This is an optimization exercise on Yosys and OpenROAD, whose aim is small area, a short achievable clock period and few clock cycles, not a production implementation. Only simulation tests tie the RTL to the original design; equivalence was not proved. Power figures rest on the tool's default switching activity, not on a simulated workload.

==> build 93 <==
// go_back_n_sender_window
module go_back_n_sender_window #(
    parameter int MAX_SLOTS        = 16,
    parameter int SEQUENCE_MODULUS = 127
) (
    input  logic        clk,
    input  logic        rst_n,
    input  logic        cfg_write,
    input  logic        cfg_index,
    input  logic [19:0] cfg_data,
    input  logic        in_valid,
    output logic        in_stall,
    input  logic [1:0]  operation,
    input  logic [6:0]  ack_sequence,
    output logic        out_valid,
    input  logic        out_stall,
    output logic [2:0]  event_res,
    output logic [6:0]  sequence_res,
    output logic [3:0]  slot,
    output logic [3:0]  released_count,
    output logic        last
);
clock: 5.5 ns
lec_check: 0
cap_margin: 20
core_margin: 2
core_utilization: 70
setup_slack_margin: 2.5
slew_margin: 20
standard.sh (not shown) runs the stock make flow with config.mk's settings and CLKGATE_MAP_FILE= SYNTH_SCRIPT=/design/flow/synth_recipe.tcl, a recipe that flattens the netlist after the stock synthesis.
==> flow/flow/run.sh <==
#!/bin/bash
# Standard layout (the standard.sh, standard synthesis script and steps), with one change:
# ADDER_MAP_FILE is left empty so Yosys does not extract full/half-adder cells and ABC maps
# the arithmetic as ordinary logic. All make/tool output goes to standard_flow.log here;
# ORFS's per-step logs stay under orfs/logs.
set -euo pipefail
bash standard.sh ADDER_MAP_FILE= finish > standard_flow.log 2>&1
==> build 71 (differences from build 93) <==
--- a/flow/design.v
+++ b/flow/design.v
@@ -122,14 +122,15 @@
     logic       e_v;
     logic [1:0] e_op;
     logic [6:0] e_a;
     logic       e_c;        
     logic       e_lts;      
     logic [3:0] e_x0;       
+    logic [3:0] e_p0;       
     logic [3:0]  lm1;       
-    logic [19:0] tmo;
+    logic        tz;        
     logic [3:0]  oldest, newest, cnt;
     logic [3:0]  wd_n;
     logic [6:0]  s, os;     
     logic [19:0] now;
     logic [3:0]  ph_old, ph_new;
     logic [19:0] stamp [16];
@@ -190,20 +191,20 @@
     assign slot_p = modl(x_p, oldest, wd);
     assign d4       = a_lt_os ? x_m : x_0;
     assign k4       = a_lt_os ? x_0 : x_p;
     assign ack_slot = a_lt_os ? slot_m : slot_0;
     assign ack_next = a_lt_os ? slot_0 : slot_p;
     assign wd_n     = a_lt_os ? wmod(x_0, wd, lm1) : wmod(x_p, wd, lm1);
-    assign ph_idx   = a_lt_os ? add4(ph_old, x_0) : add4(ph_old, x_p);
+    assign ph_idx   = a_lt_os ? e_p0 : add4(e_p0, 4'd1);
     assign cnt_new  = a_lt_os ? add4(cnt, ~x_m) : add4(cnt, ~x_0);    
     logic [19:0] ylo;
     logic        zge;
     logic        n_lt, g_ge, expired, fire;
     assign n_lt    = ult({2'd0, now}, {2'd0, ost});
     assign g_ge    = !ult({2'd0, ylo}, {2'd0, ost});
-    assign expired = pend ? (tmo == 20'd0) : (n_lt ? (zge || g_ge) : (zge && g_ge));
+    assign expired = pend ? tz : (n_lt ? (zge || g_ge) : (zge && g_ge));
     assign fire    = is_tick && !empty && expired;
     logic [3:0] lm1_wr;
     always_comb
     begin
         if (cfg_data[4:0] < 5'd2)
             lm1_wr = 4'd1;
@@ -224,24 +225,26 @@
     assign lts_keep = ult({15'd0, ack_sequence}, {15'd0, s});
     assign lts_send = ult({15'd0, ack_sequence}, {15'd0, s_send});
     assign x0_keep  = add4(ack_sequence[3:0], add4(~os[3:0], 4'd1));
     assign x0_ack   = add4(ack_sequence[3:0], add4(~os_ack[3:0], 4'd1));
     logic [21:0] now_inc, cnt_up, rem_dn, cnt_m1, ylo_inc, ylo_new;
     assign ylo_inc = padd({2'd0, ylo}, 22'd0, 1'b1);
-    assign ylo_new = padd({2'd0, now}, {2'h3, ~tmo}, 1'b1);
+    assign ylo_new = padd({2'd0, now}, {2'h3, ~cfg_data}, 1'b1);    
     assign now_inc = padd({2'd0, now}, 22'd0, 1'b1);
     assign cnt_up  = padd({18'd0, cnt}, 22'd0, 1'b1);
     assign rem_dn  = padd({18'd0, rem}, {18'd0, 4'hF}, 1'b0);
     assign cnt_m1  = padd({18'd0, cnt}, {18'd0, 4'hF}, 1'b0);
     always_ff @(posedge clk or negedge rst_n)
     begin
         if (!rst_n)
         begin
             e_v       <= 1'b0;
             lm1       <= 4'd9;
-            tmo       <= 20'd100000;
+            tz        <= 1'b0;
+            ylo       <= 20'hE7960;     
+            zge       <= 1'b0;
             oldest    <= 4'd0;
             wd        <= 4'd9;
             newest    <= 4'd0;
             cnt       <= 4'd0;
             s         <= 7'd0;
             os        <= 7'd0;
@@ -276,13 +279,17 @@
                     wd     <= wd_n;
                     ph_old <= ph_idx;
                     os     <= os_ack;
                     cnt    <= cnt_new;
                 end
                 if (is_tick)
+                begin
                     now <= now_inc[19:0];
+                    ylo <= ylo_inc[19:0];
+                    zge <= (now == 20'hFFFFF) ? tz : (zge || (ylo == 20'hFFFFF));
+                end
                 if (fire)
                 begin
                     rs_active <= (cnt != 4'd1);
                     pend      <= 1'b1;
                 end
             end
@@ -296,35 +303,30 @@
                     newest <= 4'd0;
                     cnt    <= 4'd0;
                     ph_old <= ph_new;
                     os     <= s;
                 end
                 else
-                    tmo <= cfg_data;
+                begin
+                    tz  <= (cfg_data == 20'd0);
+                    ylo <= ylo_new[19:0];
+                    zge <= !ylo_new[20];
+                end
             end
         end
     end
     always_ff @(posedge clk)
     begin
         if (!in_stall)
         begin
             e_op  <= operation;
             e_a   <= ack_sequence;
             e_c   <= upd_os ? c_ack : c_keep;
             e_lts <= upd_s ? lts_send : lts_keep;
             e_x0  <= upd_os ? x0_ack : x0_keep;
-        end
-        if (exec && is_tick)
-        begin
-            ylo <= ylo_inc[19:0];
-            zge <= (now == 20'hFFFFF) ? (tmo == 20'd0) : (zge || (ylo == 20'hFFFFF));
-        end
-        else
-        begin
-            ylo <= ylo_new[19:0];
-            zge <= !ult({2'd0, now}, {2'd0, tmo});
+            e_p0  <= upd_os ? add4(ph_idx, x0_ack) : add4(ph_old, x0_keep);
         end
         if (pend || empty)
             ost <= now;
         else if (exec && is_ack && found)
             ost <= stamp[ph_idx];
         if (rs_active)
CTS_CLUSTER_DIAMETER = 100   (was default)
CTS_CLUSTER_SIZE = 25   (was default)
==> comparison <==
Build 71 finished with timing, DRC and antenna clean. Build 93 finished clean. Against build 93, the setup slack of build 71 is better by 230 ps. Register-to-register slack: build 93 is worse than build 71 (270 ps). Of build 93 and build 71, build 93 has the higher clock power (gap 84%, measured against build 71). Against build 71, the via count of build 93 is larger by about 17%. Of build 93 and build 71, build 93 has the higher final cell count (gap about 11%, measured against build 71). The combinational power of build 93 is 3.6 times that of build 71. Final area: build 71 is smaller than build 93 (about 9%).
Testbench counts of build 93, summed over its fixed seeds: cycles 8,214.
Testbench counts of build 71, summed over its fixed seeds: cycles 8,214.

-- what the ideal ports hide --
In the flow no input, the clock included, has a driving cell. The finished layouts below were timed again as built, in two steps.
Step 1: set_driving_cell puts a clkbuf_16 on clk and a buf_2 on each other input, an assumption about the parent block.
Step 2 also shifts input and output timing later by t, the mid clock arrival at the registers, as if the neighbouring blocks saw the same clock.
Slacks: ideal ports / drivers / drivers and shift; pairs: ideal ports / drivers.
run	t, ns	slack for setup (ns)	worst register clock-pin slew, ns	cell pins on the clock port's net
build 93	0.665	2.150 / 2.150 / 2.071	0.07 / 0.07	1
build 71	0.622	2.377 / 2.392 / 1.770	0.11 / 0.11	1
After both steps setup and hold are still met in every run listed. The setup slack of build 71, which loses most, moves by +0.015 ns with the drivers and by -0.607 ns with both steps.
